Context: an optimization exercise on an open-source flow, tuned for small area, a short achievable clock period and few clock cycles. The choices shown serve that exercise and are no tape-out recipe.
The RTL was checked by simulation tests, not by an equivalence proof against the original design.

$ cat flow/config.mk
export PLATFORM = sky130hd
export DESIGN_NAME = acc_top
export DESIGN_NICKNAME = acc_top
export VERILOG_FILES = /design/flow/design.v
export SDC_FILE = /design/flow/constraint.sdc
export NUM_CORES = 4
export LEC_CHECK = 0
export ABC_CLOCK_PERIOD_IN_PS = 3000
export CAP_MARGIN = 20
export CORE_MARGIN = 2
export CORE_UTILIZATION = 50
export CTS_CLUSTER_DIAMETER = 120
export CTS_CLUSTER_SIZE = 22
export SETUP_SLACK_MARGIN = 3.0
export SLEW_MARGIN = 20
export TNS_END_PERCENT = 0
$ cat flow/constraint.sdc
create_clock -name core_clock -period 6.0 [get_ports {clk}]
set_input_delay 1.2000 -clock core_clock [delete_from_list [all_inputs] [get_ports {clk}]]
set_output_delay 1.2000 -clock core_clock [all_outputs]
set_load 0.01 [all_outputs]
$ cat flow/design.v
`timescale 1ns/1ns
module mac8b (
  input  logic [7:0] x,
  input  logic [3:0] one,
  input  logic [3:0] two,
  input  logic [3:0] neg,
  input  logic [7:0] acc,
  output logic [7:0] s
);
  logic [7:0] pp0;
  logic [5:0] pp1;
  logic [3:0] pp2;
  logic [1:0] pp3;
  logic [7:0] row_a, row_b;
  logic t1, t2, t3, t4, t5, t6, t7, t8, t9, t10, t11, t12, t13, t14, t15, t16, t17, t18, t19, t20, t21, t22, t23, t24, t25, t26, t27, t28, t29, t30, t31, t32, t33, t34, t35, t36;
  assign pp0[0] = ((one[0] & x[0]) | (two[0] & 1'b0)) ^ neg[0];
  assign pp0[1] = ((one[0] & x[1]) | (two[0] & x[0])) ^ neg[0];
  assign pp0[2] = ((one[0] & x[2]) | (two[0] & x[1])) ^ neg[0];
  assign pp0[3] = ((one[0] & x[3]) | (two[0] & x[2])) ^ neg[0];
  assign pp0[4] = ((one[0] & x[4]) | (two[0] & x[3])) ^ neg[0];
  assign pp0[5] = ((one[0] & x[5]) | (two[0] & x[4])) ^ neg[0];
  assign pp0[6] = ((one[0] & x[6]) | (two[0] & x[5])) ^ neg[0];
  assign pp0[7] = ((one[0] & x[7]) | (two[0] & x[6])) ^ neg[0];
  assign pp1[0] = ((one[1] & x[0]) | (two[1] & 1'b0)) ^ neg[1];
  assign pp1[1] = ((one[1] & x[1]) | (two[1] & x[0])) ^ neg[1];
  assign pp1[2] = ((one[1] & x[2]) | (two[1] & x[1])) ^ neg[1];
  assign pp1[3] = ((one[1] & x[3]) | (two[1] & x[2])) ^ neg[1];
  assign pp1[4] = ((one[1] & x[4]) | (two[1] & x[3])) ^ neg[1];
  assign pp1[5] = ((one[1] & x[5]) | (two[1] & x[4])) ^ neg[1];
  assign pp2[0] = ((one[2] & x[0]) | (two[2] & 1'b0)) ^ neg[2];
  assign pp2[1] = ((one[2] & x[1]) | (two[2] & x[0])) ^ neg[2];
  assign pp2[2] = ((one[2] & x[2]) | (two[2] & x[1])) ^ neg[2];
  assign pp2[3] = ((one[2] & x[3]) | (two[2] & x[2])) ^ neg[2];
  assign pp3[0] = ((one[3] & x[0]) | (two[3] & 1'b0)) ^ neg[3];
  assign pp3[1] = ((one[3] & x[1]) | (two[3] & x[0])) ^ neg[3];
  assign t1 = pp0[4] ^ pp1[2];
  assign t2 = pp0[4] & pp1[2];
  assign t3 = pp0[5] ^ pp1[3];
  assign t4 = pp0[5] & pp1[3];
  assign t5 = pp0[6] ^ pp1[4] ^ pp2[2];
  assign t6 = (pp0[6] & pp1[4]) | (pp0[6] & pp2[2]) | (pp1[4] & pp2[2]);
  assign t7 = pp3[0] ^ neg[3];
  assign t8 = pp3[0] & neg[3];
  assign t9 = pp0[7] ^ pp1[5] ^ pp2[3];
  assign t10 = pp3[1] ^ acc[7];
  assign t11 = pp0[2] ^ pp1[0];
  assign t12 = pp0[2] & pp1[0];
  assign t13 = pp0[3] ^ pp1[1];
  assign t14 = pp0[3] & pp1[1];
  assign t15 = t1 ^ pp2[0] ^ neg[2];
  assign t16 = (t1 & pp2[0]) | (t1 & neg[2]) | (pp2[0] & neg[2]);
  assign t17 = t3 ^ pp2[1] ^ acc[5];
  assign t18 = (t3 & pp2[1]) | (t3 & acc[5]) | (pp2[1] & acc[5]);
  assign t19 = t5 ^ t7 ^ acc[6];
  assign t20 = (t5 & t7) | (t5 & acc[6]) | (t7 & acc[6]);
  assign t21 = t9 ^ t10 ^ t6;
  assign t22 = pp0[0] ^ neg[0];
  assign t23 = pp0[0] & neg[0];
  assign t24 = pp0[1] ^ acc[1];
  assign t25 = pp0[1] & acc[1];
  assign t26 = t11 ^ neg[1] ^ acc[2];
  assign t27 = (t11 & neg[1]) | (t11 & acc[2]) | (neg[1] & acc[2]);
  assign t28 = t13 ^ acc[3] ^ t12;
  assign t29 = (t13 & acc[3]) | (t13 & t12) | (acc[3] & t12);
  assign t30 = t15 ^ acc[4] ^ t14;
  assign t31 = (t15 & acc[4]) | (t15 & t14) | (acc[4] & t14);
  assign t32 = t17 ^ t2 ^ t16;
  assign t33 = (t17 & t2) | (t17 & t16) | (t2 & t16);
  assign t34 = t19 ^ t4 ^ t18;
  assign t35 = (t19 & t4) | (t19 & t18) | (t4 & t18);
  assign t36 = t21 ^ t8 ^ t20;
  assign row_a = {t36, t34, t32, t30, t28, t26, t24, t22};
  assign row_b = {t35, t33, t31, t29, t27, t25, t23, acc[0]};
  assign s = row_a + row_b;
endmodule
`timescale 1ns/1ns
module acc_top (
  input  logic        clk,
  input  logic        arst_n,
  input  logic        reg_wr_en,
  input  logic [2:0]  reg_wr_addr,
  input  logic [31:0] reg_wr_data,
  input  logic [2:0]  reg_rd_addr,
  output logic [31:0] reg_rd_data,
  output logic        mem_req,
  output logic [15:0] mem_addr,
  input  logic        mem_gnt,
  input  logic        mem_rvalid,
  input  logic [31:0] mem_rdata,
  output logic        out_valid,
  output logic [31:0] out_data,
  output logic        out_last,
  input  logic        out_credit
);
  logic [15:0] k_base, k_len, x_base, x_len, a_base, a_len;
  logic        busy;
  logic [7:0]  done_cnt;
  logic        ctrl_go;
  logic        job_done;
  assign ctrl_go = reg_wr_en && (reg_wr_addr == 3'd6) && reg_wr_data[0] && !busy;
  always_ff @(posedge clk or negedge arst_n) begin
    if (!arst_n) begin
      k_base <= '0;
      k_len  <= '0;
      x_base <= '0;
      x_len  <= '0;
      a_base <= '0;
      a_len  <= '0;
    end else if (reg_wr_en) begin
      case (reg_wr_addr)
        3'd0: k_base <= reg_wr_data[15:0];
        3'd1: k_len  <= reg_wr_data[15:0];
        3'd2: x_base <= reg_wr_data[15:0];
        3'd3: x_len  <= reg_wr_data[15:0];
        3'd4: a_base <= reg_wr_data[15:0];
        3'd5: a_len  <= reg_wr_data[15:0];
        default: ;
      endcase
    end
  end
  always_ff @(posedge clk or negedge arst_n) begin
    if (!arst_n) begin
      busy     <= 1'b0;
      done_cnt <= '0;
    end else if (ctrl_go) begin
      busy <= 1'b1;
    end else if (job_done) begin
      busy     <= 1'b0;
      done_cnt <= done_cnt + 1'b1;
    end
  end
  always_comb begin
    reg_rd_data = '0;
    case (reg_rd_addr)
      3'd0: reg_rd_data[15:0] = k_base;
      3'd1: reg_rd_data[15:0] = k_len;
      3'd2: reg_rd_data[15:0] = x_base;
      3'd3: reg_rd_data[15:0] = x_len;
      3'd4: reg_rd_data[15:0] = a_base;
      3'd5: reg_rd_data[15:0] = a_len;
      3'd6: begin
        reg_rd_data[0]    = busy;
        reg_rd_data[15:8] = done_cnt;
      end
      default: ;
    endcase
  end
  logic [15:0] kp, xp, ap;    
  logic [15:0] pairs_left;    
  logic        iss_x;         
  logic        iss_a;         
  logic [2:0]  a_req;         
  logic        started;       
  logic        spec_ok;       
  logic        drain;         
  logic [2:0]  outst;         
  logic [2:0]  credits;       
  logic        grant;
  logic [15:0] addr_inc;
  logic        desc_wr;
  logic        restart;       
  logic        spec_go;       
  logic [2:0]  job_out;       
  assign desc_wr = reg_wr_en && (reg_wr_addr <= 3'd5);
  assign restart = ctrl_go && !spec_ok;
  assign mem_req  = busy && !drain && (outst <= 3'd5) &&
                    (!iss_a || (started && (credits != 3'd0)));
  assign mem_addr = iss_a ? ap : (iss_x ? xp : kp);
  assign grant    = mem_req && mem_gnt;
  assign addr_inc = mem_addr + 1'b1;
  assign spec_go  = grant && iss_a && (a_req == 3'd3);
  always_ff @(posedge clk) begin
    if (restart || spec_go) begin
      kp         <= k_base;
      xp         <= x_base;
      ap         <= a_base;
      pairs_left <= k_len;
      iss_x      <= 1'b0;
      iss_a      <= 1'b0;
      a_req      <= '0;
    end else if (grant) begin
      if (iss_a) begin
        ap    <= addr_inc;
        a_req <= a_req + 1'b1;
      end else if (!iss_x) begin
        kp    <= addr_inc;
        iss_x <= 1'b1;
      end else begin
        xp         <= addr_inc;
        iss_x      <= 1'b0;
        pairs_left <= pairs_left - 1'b1;
        if (pairs_left == 16'd1) iss_a <= 1'b1;
      end
    end
  end
  always_ff @(posedge clk or negedge arst_n) begin
    if (!arst_n) begin
      outst   <= '0;
      credits <= 3'd4;
      job_out <= '0;
      started <= 1'b0;
      spec_ok <= 1'b0;
      drain   <= 1'b0;
    end else begin
      outst   <= outst + 3'(grant) - 3'(mem_rvalid);
      credits <= credits - 3'(grant && iss_a) + 3'(out_credit);
      if (ctrl_go) job_out <= outst - 3'(mem_rvalid);
      else job_out <= job_out + 3'(grant && started) - 3'(mem_rvalid && (job_out != 3'd0));
      if (ctrl_go)      started <= 1'b1;
      else if (spec_go) started <= 1'b0;
      if (spec_go)                  spec_ok <= !desc_wr;
      else if (desc_wr || ctrl_go)  spec_ok <= 1'b0;
      if (restart || drain) drain <= (outst - 3'(mem_rvalid) != 3'd0);
    end
  end
  logic        rsp_a;       
  logic        rsp_x;       
  logic [2:0]  a_rsp;       
  logic [2:0]  a_out;       
  logic        rv_k, rv_x, rv_a;
  logic [31:0] k_reg;       
  logic [31:0] x_reg;       
  assign rsp_a = (job_out != 3'd0) && (job_out <= (started ? a_req : 3'd4));
  assign rv_a  = mem_rvalid && !drain && rsp_a;
  assign rv_k  = mem_rvalid && !drain && !rsp_a && !rsp_x;
  assign rv_x  = mem_rvalid && !drain && !rsp_a && rsp_x;
  always_ff @(posedge clk) begin
    if (restart) rsp_x <= 1'b0;
    else if (rv_k || rv_x) rsp_x <= !rsp_x;
    if (ctrl_go) a_rsp <= '0;
    else if (rv_a) a_rsp <= a_rsp + 1'b1;
    if (rv_k || (rv_a && !a_rsp[0])) k_reg <= mem_rdata;
    if (rv_x || (rv_a && a_rsp[0]))  x_reg <= mem_rdata;
  end
  logic        par;
  logic        first;       
  logic        mac1, mac2;  
  logic [15:0] k_sel;       
  logic [23:0] k_op;        
  logic [7:0]  ring_a [4][2];
  logic [7:0]  ring_b [4][2];
  logic        first_n, mac1_n, mac2_n;
  logic        zero_base;   
  assign mac1_n  = rv_x && !restart;
  assign mac2_n  = mac1 && !restart;
  assign first_n = (restart || (rv_a && (a_rsp == 3'd3))) ? 1'b1 : (mac2 ? 1'b0 : first);
  always_ff @(posedge clk or negedge arst_n) begin
    if (!arst_n) begin
      mac1      <= 1'b0;
      mac2      <= 1'b0;
      zero_base <= 1'b0;
      par       <= 1'b0;
    end else begin
      mac1      <= mac1_n;
      mac2      <= mac2_n;
      zero_base <= first_n && (mac1_n || mac2_n);
      par       <= !par;
    end
  end
  always_ff @(posedge clk) begin
    first <= first_n;
    k_op  <= {booth(k_sel[15:8]), booth(k_sel[7:0])};
  end
  assign k_sel = !(rv_x || mac1) ? 16'd0 : (par ? k_reg[15:0] : k_reg[31:16]);
  function automatic logic [11:0] booth(input logic [7:0] k);
    logic [8:0] e;
    logic [3:0] one, two, neg;
    e = {k, 1'b0};
    for (int i = 0; i < 4; i++) begin
      one[i] = e[2*i+1] ^ e[2*i];
      two[i] = (e[2*i+2] & !e[2*i+1] & !e[2*i]) | (!e[2*i+2] & e[2*i+1] & e[2*i]);
      neg[i] = e[2*i+2];
    end
    booth = {neg, two, one};
  endfunction
  for (genvar r = 0; r < 4; r++) begin : g_row
    for (genvar j = 0; j < 2; j++) begin : g_unit
      logic [7:0] base;
      logic [7:0] sum;
      assign base = zero_base ? 8'd0 : ring_a[r][j];
      mac8b u_mac (
        .x(x_reg[8*r +: 8]),
        .one(k_op[12*j +: 4]), .two(k_op[12*j+4 +: 4]), .neg(k_op[12*j+8 +: 4]),
        .acc(base), .s(sum)
      );
      always_ff @(posedge clk) begin
        ring_a[r][j] <= ring_b[r][j];
        ring_b[r][j] <= sum;
      end
    end
  end
  logic [1:0]  oc;
  logic        in_a;
  logic        col_busy;
  logic [31:0] psum;
  assign oc       = a_out[1:0];
  assign col_busy = mac2 && in_a;    
  assign psum     = oc[0] ? x_reg : k_reg;
  logic        emit;
  logic [31:0] sum_out;
  always_comb begin
    for (int r = 0; r < 4; r++) begin
      sum_out[8*r +: 8] = (in_a ? ring_a[r][oc[0]] : ring_b[r][oc[0]]) + psum[8*r +: 8];
    end
  end
  assign emit = busy && (a_rsp != a_out) && !col_busy;
  always_ff @(posedge clk or negedge arst_n) begin
    if (!arst_n) out_valid <= 1'b0;
    else         out_valid <= emit;
  end
  always_ff @(posedge clk) begin
    out_data <= sum_out;
    out_last <= (oc == 2'd3);
  end
  assign job_done = out_valid && out_last;
  logic [1:0] oc_n;
  assign oc_n = ctrl_go ? 2'd0 : (emit ? oc + 2'd1 : oc);
  always_ff @(posedge clk) begin
    if (ctrl_go) a_out <= '0;
    else if (emit) a_out <= a_out + 1'b1;
    in_a <= (oc_n[1] == !par);
  end
endmodule
$ cat flow/flow/run.sh
#!/bin/bash
# The standard layout, with the port buffers made from the smallest buffer
# cell instead of the default pick; repair still resizes them where needed.
set -o pipefail
export BUFFER_PORTS_ARGS="-buffer_cell sky130_fd_sc_hd__buf_1"
bash standard.sh 2>&1 | tee standard.log
$ cat flow/standard.sh
#!/bin/bash
# synth_recipe.tcl (not shown) runs the flow's synth.tcl, then flattens the netlist and writes it again
# the make line also repeats each setting of config.mk as NAME=value (left out here)
make -C /OpenROAD-flow-scripts/flow DESIGN_CONFIG=/design/flow/config.mk WORK_HOME=/design/flow/orfs CLKGATE_MAP_FILE= SYNTH_SCRIPT=/design/flow/synth_recipe.tcl "${@:-finish}"
==> results of run 1 <==
==> final timing paths <==
check	endpoint	startpoint	slack (ns)	depth (start not counted)
min in group asynchronous	credits[0]$_DFF_PN0_	arst_n	0.58	1
max reg2reg	ring_b[5][7]$_DFF_P_	x_reg[20]$_DFFE_PP_	2.49	11
min reg2reg	ring_a[0][4]$_DFF_P_	ring_b[0][4]$_DFF_P_	0.34	0
max	reg_rd_data[9]	reg_rd_addr[2]	2.46	5
min	ring_a[0][4]$_DFF_P_	ring_b[0][4]$_DFF_P_	0.34	0
max in group asynchronous	k_base[11]$_DFFE_PN0P_	arst_n	4.41	2
==> worst reg2reg max path, delay by kind of cell (launching register included) <==
kind / cells / cell delay (ns)
adder cells (fa/ha/maj): 4 / 1.56
XOR/XNOR: 2 / 0.35
AO/OA/AOI/OAI: 2 / 0.62
flip-flops: 1 / 0.55
buffers and inverters: 3 / 0.32
==> metrics by stage <==
stage | utilization [%] | area [µm²] | hold slack, ns
after floorplan | - | 26800 | 0.326
final | 55.8 | 29200 | 0.343
after global placement | 52.4 | 27400 | 0.330
after global routing | 55.8 | 29200 | 0.363
after detailed placement | 52.4 | 27400 | 0.335
after CTS | 55.0 | 28800 | 0.346
==> cells by family after synthesis <==
logic type | Yosys count
mux | 233
simple gates | 523
fa+ha+maj | 225
compound gates | 391
other cells | 1
xor+xnor | 315
buf+inv | 278
flops | 449
==> cell usage in the layout, fill, tap and decap left out, types with 11 or more instances in the layout <==
| cell type | instances |
|---|---|
| nor2b_1 | 68 |
| o21ai_1 | 16 |
| a22oi_1 | 112 |
| dfxtp_1 | 182 |
| mux2_2 | 138 |
| xnor2_1 | 229 |
| ha_1 | 146 |
| o21a_1 | 20 |
| nand2_1 | 113 |
| nand3_1 | 11 |
| inv_1 | 114 |
| nor3_1 | 23 |
| a21o_1 | 14 |
| o21ai_0 | 30 |
| nand4_1 | 11 |
| dfxtp_4 | 13 |
| a22oi_2 | 15 |
| mux2i_1 | 57 |
| nand2b_1 | 36 |
| dfrtp_1 | 120 |
| buf_12 | 11 |
| conb_1 | 16 |
| a21oi_1 | 90 |
| nor2_1 | 205 |
| buf_4 | 83 |
| clkbuf_16 | 25 |
| a211oi_1 | 20 |
| buf_1 | 120 |
| fa_1 | 73 |
| xor2_1 | 72 |
| mux4_2 | 36 |
| clkbuf_1 | 16 |
| edfxtp_1 | 128 |
==> layer usage <==
| layer | global-route usage (%) | up-vias |
|---|---|---|
| met4 | 8.84 | 8 |
| met3 | 3.44 | 154 |
| li1 | - | 8595 |
| met5 | 0 | - |
| met2 | 44.5 | 469 |
| met1 | 29.2 | 9110 |
==> repair_timing <==
action                     in CTS  in global routing
gates resized for setup        63                 16
cloned                          4                  0
setup endpoints to repair     183                232
pin swaps                       0                 12
buffers inserted               33                 33
==> layout make-up <==
| class | count | area (µm²) |
|---|---|---|
| clock buffer | 40 | 661 |
| multi-input combinational | 1703 | 14600 |
| fill | 4534 | 23200 |
| tap | 688 | 861 |
| inverter | 117 | 477 |
| timing repair buffer | 229 | 1570 |
| antenna | 1 | 2.50 |
| clock inverter | 2 | 46.3 |
| sequential | 449 | 10900 |
==> impl_metrics.env, run 1 <==
export IMPL_drtPass1Iterations=5
export IMPL_syn_to_final_growth_pct=10.6
export IMPL_place_inst=3116
export IMPL_ys_async_sr_fraction_pct=27.2
export IMPL_path_delay_family="multiplexers"
export IMPL_gr_total_overflow=0
export IMPL_setup_ws_ns=2.46
export IMPL_drt_iter0_markers=1188
export IMPL_yosys_warnings=3
export IMPL_yosys_top_cells_area="dfxtp_1 15%, edfxtp_1 15%, dfrtp_1 11%"
export IMPL_nets=2825
export IMPL_wl_met3_um=3300
export IMPL_endpoint_kind="output pin"
export IMPL_critPathMaxStageDelay_ns=0.53
export IMPL_hold_buffers=0
export IMPL_clock_skew_final_ns=0.0246
export IMPL_avgSynthCellArea_um2=10.9
export IMPL_finalSetupViolations=0
export IMPL_synth_most_common_cell="xnor2_1"
export IMPL_synth_top_family_by_area="adder cells"
export IMPL_path_clk_slew_ns=0.09
export IMPL_cts_tree="built"
export IMPL_max_cap_viol_count=0
export IMPL_drive_above_1_share_pct=15.7
export IMPL_htree_levels=1
export IMPL_finalNonFillerCells=3229
export IMPL_cts_buffers=24
export IMPL_clock_fmax_ghz=0.282
export IMPL_place_gp_congestion=0.818
export IMPL_largestRegisters="ring_a: 64 flops, ring_b: 64 flops"
export IMPL_dp_worst_setup_slack_ns=1.81
export IMPL_yosys_top_cells_count="237 x xnor2_1, 208 x nor2_1, 199 x dfxtp_1"
export IMPL_slew_headroom_pct=28.7
export IMPL_top_layer="met5"
export IMPL_grt_pass1_vias=18700
export IMPL_gr_usage_all_layers_pct=24.4
export IMPL_synth_cell_type_count=72
export IMPL_synthAdderAreaFrac_pct=12.9
export IMPL_drcViolationCount=0
export IMPL_rsz0062_at_grt="yes"
export IMPL_met1Wirelength_um=26900
export IMPL_wl_um=67500
export IMPL_cts_path_max_buffers=3
export IMPL_crit_arrival_ns=2.34
export IMPL_port_buffers=126
export IMPL_synth_cell_area_mm2=0.0264
export IMPL_rows=84
export IMPL_slew_violations=0
export IMPL_finalCriticalPeriod_ns=3.54
export IMPL_antenna_found_initial=4
export IMPL_status="complete, no violations"
export IMPL_finalCritPeriodShare_pct=59.0
export IMPL_grt_pass1_wl_um=104000
export IMPL_synth_top_flop_cell="dfxtp_1"
export IMPL_routedWlPerCell_um=20.9
export IMPL_clk_latency_ns=0.60
export IMPL_worst_path_most_repeated_cell="buf_6"
export IMPL_ioPinCount=159
export IMPL_worst_path_buf_inv=3
export IMPL_yosys_area_top_type="dfxtp_1"
export IMPL_grt_max_degree=89
export IMPL_clk_root_buffer_cell="clkbuf_16"
export IMPL_hold_viol_final=0
export IMPL_syn_instance_count=2415
export IMPL_design_core_area_mm2=0.0523
export IMPL_die_area_mm2=0.0546
export IMPL_path_max_fanout=5
export IMPL_crit_path_cell_trace="buf_6 > buf_12 > mux4_2 > mux2_4 > buf_6"
export IMPL_final_antenna_net_count=0
export IMPL_synthSimpleGateAreaFrac_pct=9.49
export IMPL_num_vias=18300
export IMPL_avgViaCountPerCell=5.68
export IMPL_synth_edf_count=128
export IMPL_met2_length_um=34600
export IMPL_crit_type="input port to output pin"
export IMPL_required_ns=4.80
export IMPL_die_h_um=234
export IMPL_crit_path_start_kind="input port"
export IMPL_ys_seq_elements=449
export IMPL_slowest_stage="mux4_2"
export IMPL_dp_hpwl_um=46200
export IMPL_muxShareOfSynthArea_pct=11.2
export IMPL_synth_compound_area_share_pct=10.0
export IMPL_setup_tns_ns=0
export IMPL_initial_core_util_pct=50.4
export IMPL_hold_class="flop to flop"
export IMPL_synth_xor_area_share_pct=10.6
export IMPL_die_w_um=234
export IMPL_synth_top_area_share_pct=15.1
export IMPL_worst_pin_slew_ns=1.07
export IMPL_yosysSeqAreaShare_pct=41.2
export IMPL_clock_sinks=449
Testbench counts, summed over its fixed seeds: cycles 8,860.
==> run 2: changes to the inputs <==
--- a/flow/config.mk
+++ b/flow/config.mk
@@ -8,7 +8,7 @@
 export ABC_CLOCK_PERIOD_IN_PS = 3000
 export CAP_MARGIN = 20
 export CORE_MARGIN = 2
-export CORE_UTILIZATION = 50
+export CORE_UTILIZATION = 54
 export CTS_CLUSTER_DIAMETER = 120
 export CTS_CLUSTER_SIZE = 22
 export SETUP_SLACK_MARGIN = 3.0
==> impl_metrics.env, run 2 <==
export IMPL_status="complete, no violations"
export IMPL_finalSetupViolations=0
export IMPL_num_vias=18100
export IMPL_synth_top_flop_cell="dfxtp_1"
export IMPL_reg2reg_depth=13
export IMPL_min_to="ring_a[0][1]$_DFF_P_"
export IMPL_die_area_mm2=0.0506
export IMPL_routedWlPerCell_um=21.0
export IMPL_dp_hpwl_um=45400
export IMPL_grt_pass1_vias=18800
export IMPL_synth_most_common_cell="xnor2_1"
export IMPL_worst_pin_slew_ns=1.06
export IMPL_synth_cell_type_count=72
export IMPL_htree_levels=1
export IMPL_finalCriticalPeriod_ns=3.54
export IMPL_place_gp_congestion=0.837
export IMPL_clock_fmax_ghz=0.282
export IMPL_final_cell_mix="235 x xnor2_1, 206 x nor2_1, 183 x dfxtp_1"
export IMPL_cts_buffers=24
export IMPL_clk_root_buffer_cell="clkbuf_16"
export IMPL_hold_class="flop to flop"
export IMPL_yosysSeqAreaShare_pct=41.2
export IMPL_clock_sinks=449
export IMPL_crit_path_start_kind="input port"
export IMPL_antennaDiodeCount=0
export IMPL_drt_iter0_markers=1089
export IMPL_crit_start="reg_rd_addr[2]"
export IMPL_wl_um=66300
export IMPL_min_path_cells=0
export IMPL_synth_cell_area_mm2=0.0264
export IMPL_clk_latency_ns=0.60
export IMPL_yosys_area_top_type="dfxtp_1"
export IMPL_initial_core_util_pct=54.3
export IMPL_place_inst=3052
export IMPL_finalNonFillerCells=3154
export IMPL_rsz0062_at_grt="yes"
export IMPL_avgSynthCellArea_um2=10.9
export IMPL_hold_start="ring_b[0][1]$_DFF_P_"
export IMPL_port_buffers=126
export IMPL_hold_viol_final=0
export IMPL_synth_edf_count=128
export IMPL_crit_type="input port to output pin"
export IMPL_path_max_fanout=6
export IMPL_layout_commonest_cell="xnor2_1"
export IMPL_drive_above_1_share_pct=15.0
export IMPL_path_clk_slew_ns=0.09
export IMPL_ys_async_sr_fraction_pct=27.2
export IMPL_die_w_um=225
export IMPL_yosys_top_cells_area="dfxtp_1 15%, edfxtp_1 15%, dfrtp_1 11%"
export IMPL_cts_tree="built"
export IMPL_design_core_area_mm2=0.0485
export IMPL_gr_total_overflow=0
export IMPL_avgViaCountPerCell=5.75
export IMPL_reg2reg_from="k_op[17]$_DFF_P_"
export IMPL_yosys_warnings=3
export IMPL_finalCritPeriodShare_pct=59.0
export IMPL_hold_buffers=0
export IMPL_ioPinCount=159
export IMPL_clock_skew_final_ns=0.0195
export IMPL_rows=81
export IMPL_largestRegisters="ring_a: 64 flops, ring_b: 64 flops"
export IMPL_drcViolationCount=0
export IMPL_die_h_um=225
export IMPL_syn_instance_count=2415
export IMPL_rr_endpoint="ring_b[1][7]$_DFF_P_"
export IMPL_drtPass1Iterations=5
export IMPL_nets=2817
export IMPL_antenna_found_initial=1
export IMPL_crit_arrival_ns=2.34
export IMPL_syn_to_final_growth_pct=9.20
export IMPL_slew_headroom_pct=29.2
export IMPL_ys_seq_elements=449
export IMPL_setup_tns_ns=0
export IMPL_grt_pass1_wl_um=105000
export IMPL_r2r_setup_slack_ns=2.51
export IMPL_endpoint_kind="output pin"
export IMPL_synth_top_area_share_pct=15.1
export IMPL_yosys_top_cells_count="237 x xnor2_1, 208 x nor2_1, 199 x dfxtp_1"
export IMPL_utilization_pct=59.3
export IMPL_hold_ws_ns=0.352
export IMPL_final_antenna_net_count=0
export IMPL_nFillCells=4125
export IMPL_required_ns=4.80
export IMPL_cts_path_max_buffers=3
export IMPL_slew_violations=0
export IMPL_grt_max_degree=89
export IMPL_gr_usage_all_layers_pct=26.6
export IMPL_max_cap_viol_count=0
run 2: kinds of logic after synthesis:
kind of cell | share of synthesized area, %
mux | 11.2
other cells | 0.0142
buf+inv | 4.51
simple gates | 9.49
compound gates | 10.0
flops | 41.2
xor+xnor | 10.6
fa+ha+maj | 12.9
run 2: routing by layer:
metal	up-vias	global-route usage [%]	share of wire (%)
li1	8565	-	-
met1	9002	32.6	40
met2	449	47.6	50
met3	130	3.79	5.1
met4	2	9.42	3.9
met5	-	0	0.017
run 2: worst max-delay path by stage:
stage	endpoint	slack, ns	depth (start not counted)
2_1_floorplan	reg_rd_data[4]	2.71	5
3_3_place_gp	reg_rd_data[12]	1.64	6
3_5_place_dp	reg_rd_data[12]	1.61	6
4_1_cts	reg_rd_data[9]	2.47	5
5_1_grt	ring_b[4][7]$_DFF_P_	2.38	13
6_report	reg_rd_data[9]	2.46	5
run 2: per-stage QoR:
stage / worst slack, ns / instance area, µm²
global route: 2.38 / 28800
detailed placement: 1.61 / 27400
global placement: 1.64 / 27400
CTS: 2.47 / 28700
floorplan: 2.71 / 26800
finish: 2.46 / 28800
run 2: cell type report:
cell class                      count  area [µm²]  share of cell area (%)
Clock buffer                       40         661                    2.29
Tap cell                          622         778                    2.70
Timing Repair Buffer              221        1370                    4.74
Clock inverter                      2        46.3                   0.161
Inverter                          117         459                    1.59
Multi-Input combinational cell   1703       14600                    50.6
Sequential cell                   449       10900                    37.9
run 2: what timing repair did:
action	4_1_cts	5_1_grt
resized for setup	54	7
endpoints found under the hold margin	0	0
cloned	1	0
pin swaps	3	12
setup endpoints to repair	188	234
buffers inserted	42	17
run 2: worst max-delay path, cell delays in order:
cell and delay (ns):
buf_8 0.08, buf_8 0.12, mux4_2 0.51, mux2_4 0.30
buf_6 0.12
==> run 3: changes to the inputs <==
--- a/flow/config.mk
+++ b/flow/config.mk
@@ -9,8 +9,8 @@
 export CAP_MARGIN = 20
 export CORE_MARGIN = 2
 export CORE_UTILIZATION = 54
-export CTS_CLUSTER_DIAMETER = 120
-export CTS_CLUSTER_SIZE = 22
+export CTS_CLUSTER_DIAMETER = 130
+export CTS_CLUSTER_SIZE = 25
 export SETUP_SLACK_MARGIN = 3.0
 export SLEW_MARGIN = 20
 export TNS_END_PERCENT = 0
==> impl_metrics.env, run 3 <==
export IMPL_grt_busiest_layer="met2"
export IMPL_die_w_um=225
export IMPL_grt_max_degree=89
export IMPL_die_area_mm2=0.0506
export IMPL_syn_to_final_growth_pct=8.89
export IMPL_grt_pass1_vias=18700
export IMPL_required_ns=4.80
export IMPL_rows=81
export IMPL_cts_buffers=21
export IMPL_port_buffers=126
export IMPL_drtPass1Iterations=5
export IMPL_routedWlPerCell_um=21.0
export IMPL_hold_viol_final=0
export IMPL_place_gp_congestion=0.837
export IMPL_avgViaCountPerCell=5.76
export IMPL_slowest_stage="mux4_2"
export IMPL_clock_fmax_ghz=0.282
export IMPL_gr_usage_all_layers_pct=26.5
export IMPL_ys_async_sr_fraction_pct=27.2
export IMPL_ys_seq_elements=449
export IMPL_cts_tree="built"
export IMPL_met3_usage_pct=3.72
export IMPL_antennaDiodeCount=0
export IMPL_htree_levels=1
export IMPL_cts_path_max_buffers=3
export IMPL_clock_sinks=449
export IMPL_nets=2809
export IMPL_drcViolationCount=0
export IMPL_rsz0062_at_grt="yes"
export IMPL_clock_skew_final_ns=0.0212
export IMPL_synth_most_common_cell="xnor2_1"
export IMPL_drive_above_1_share_pct=15.1
export IMPL_final_antenna_net_count=0
export IMPL_ioPinCount=159
export IMPL_dp_hpwl_um=45400
export IMPL_status="complete, no violations"
export IMPL_clk_root_buffer_cell="clkbuf_16"
export IMPL_endpoint_kind="output pin"
export IMPL_layout_commonest_cell="xnor2_1"
export IMPL_slew_headroom_pct=29.8
export IMPL_synth_top_flop_cell="dfxtp_1"
export IMPL_num_vias=18100
export IMPL_hold_class="flop to flop"
export IMPL_yosysSeqAreaShare_pct=41.2
export IMPL_finalCritPeriodShare_pct=59.0
export IMPL_hold_buffers=0
export IMPL_yosys_area_top_type="dfxtp_1"
export IMPL_gr_total_overflow=0
export IMPL_setup_ws_ns=2.46
export IMPL_crit_path_cell_trace="buf_8 > buf_8 > mux4_2 > mux2_4 > buf_6"
export IMPL_clk_latency_ns=0.58
export IMPL_synth_top_area_share_pct=15.1
export IMPL_path_max_fanout=6
export IMPL_final_cell_mix="234 x xnor2_1, 204 x nor2_1, 183 x dfxtp_1"
export IMPL_worst_pin_slew_ns=1.05
export IMPL_initial_core_util_pct=54.3
export IMPL_synth_edf_count=128
export IMPL_yosys_top_cells_count="237 x xnor2_1, 208 x nor2_1, 199 x dfxtp_1"
export IMPL_synth_cell_area_mm2=0.0264
export IMPL_grt_pass1_wl_um=104000
export IMPL_path_delay_family="multiplexers"
export IMPL_largestRegisters="ring_a: 64 flops, ring_b: 64 flops"
export IMPL_syn_instance_count=2415
export IMPL_synth_cell_type_count=72
export IMPL_yosys_top_cells_area="dfxtp_1 15%, edfxtp_1 15%, dfrtp_1 11%"
export IMPL_critPathMaxStageDelay_ns=0.50
export IMPL_max_cap_viol_count=0
export IMPL_slew_violations=0
export IMPL_finalCriticalPeriod_ns=3.54
export IMPL_avgSynthCellArea_um2=10.9
export IMPL_use_met1_pct=32.9
export IMPL_crit_path_start_kind="input port"
export IMPL_finalSetupViolations=0
export IMPL_worst_path_most_repeated_cell="buf_8"
export IMPL_worst_path_buf_inv=3
export IMPL_drt_iter0_markers=1055
export IMPL_grt_util_met2_pct=47.6
export IMPL_yosys_warnings=3
export IMPL_design_core_area_mm2=0.0485
export IMPL_setup_tns_ns=0
export IMPL_crit_arrival_ns=2.34
export IMPL_wl_um=66100
export IMPL_antenna_found_initial=1
export IMPL_crit_type="input port to output pin"
export IMPL_die_h_um=225
export IMPL_dp_worst_setup_slack_ns=1.61
export IMPL_path_clk_slew_ns=0.11
[run 3: cell type report]
class                           instances  area [µm²]
Clock inverter                          1        8.76
Fill cell                            4132       19800
Multi-Input combinational cell       1703       14600
Clock buffer                           36         582
Timing Repair Buffer                  216        1330
Tap cell                              622         778
Inverter                              117         459
Sequential cell                       449       10900
[run 3: stage by stage]
stage                     hold WS [ns]  area [µm²]  utilization (%)  instances
after floorplan                  0.326       26800                -       2430
after global placement           0.331       27400             56.4       3052
after detailed placement         0.333       27400             56.4       3052
after CTS                        0.347       28500             58.8       3130
after global routing             0.356       28700             59.2       3144
final                            0.348       28700             59.2       3144
[run 3: per-layer routing]
metal / vias to the layer above / share of wire, % / wire, µm
met4: 2 / 3.7 / 2450
met2: 423 / 51 / 33400
met3: 125 / 4.9 / 3210
met1: 9000 / 41 / 27000
li1: 8548 / - / -
met5: - / 0.017 / 11
[run 3: timing repair]
item / in CTS / in global routing
buffers inserted: 40 / 14
resized for setup: 52 / 22
endpoints found under the setup margin: 195 / 233
gates cloned: 1 / 0
pin swaps: 2 / 27
[run 3: cell families after synthesis]
family / Yosys count / synth area share (%)
XOR/XNOR: 315 / 10.6
multiplexers: 233 / 11.2
AND/OR/NAND/NOR: 523 / 9.49
other: 1 / 0.0142
flip-flops: 449 / 41.2
adder cells (fa/ha/maj): 225 / 12.9
AO/OA/AOI/OAI: 391 / 10.0
buffers and inverters: 278 / 4.51
[run 3: path summary, 6_finish.rpt]
check	from	slack, ns	to	cells past startpoint
worst min register to register	ring_b[7][6]$_DFF_P_	0.35	ring_a[7][6]$_DFF_P_	0
max in group asynchronous	arst_n	4.16	zero_base$_DFF_PN0_	2
worst max-delay path	reg_rd_addr[2]	2.46	reg_rd_data[9]	5
worst max register to register	x_reg[17]$_DFFE_PP_	2.47	ring_b[5][7]$_DFF_P_	13
worst min-delay path	ring_b[7][6]$_DFF_P_	0.35	ring_a[7][6]$_DFF_P_	0
min in group asynchronous	arst_n	0.69	x_base[14]$_DFFE_PN0P_	1

[static timing again, ports no longer ideal]
The results above use ideal ports. As a check the final layouts listed here were re-extracted and re-timed, cells and wires unchanged. Step 1: set_driving_cell puts a clkbuf_16 on clk and a buf_2 on each other input, an assumption about the parent block. Step 2 times the ports against the registers' clock, not the clock port: input delays grow and output delays shrink by t, the midpoint of the rising clock arrivals with the driver on. Slacks: ideal / step 1 / step 2; pairs: ideal / step 1.
run	shift t [ns]	setup slack, ns	clock arrival spread, ns	pins driven straight from the clock port
run 1	0.649	2.459 / 2.358 / 2.358	0.030 / 0.031	1
run 2	0.649	2.459 / 2.283 / 2.283	0.020 / 0.020	1
run 3	0.624	2.458 / 2.309 / 2.307	0.022 / 0.022	1
After both steps every run listed still meets setup and hold. The setup slack of run 2, which loses most, moves by -0.176 ns with the drivers and by -0.176 ns with both steps.
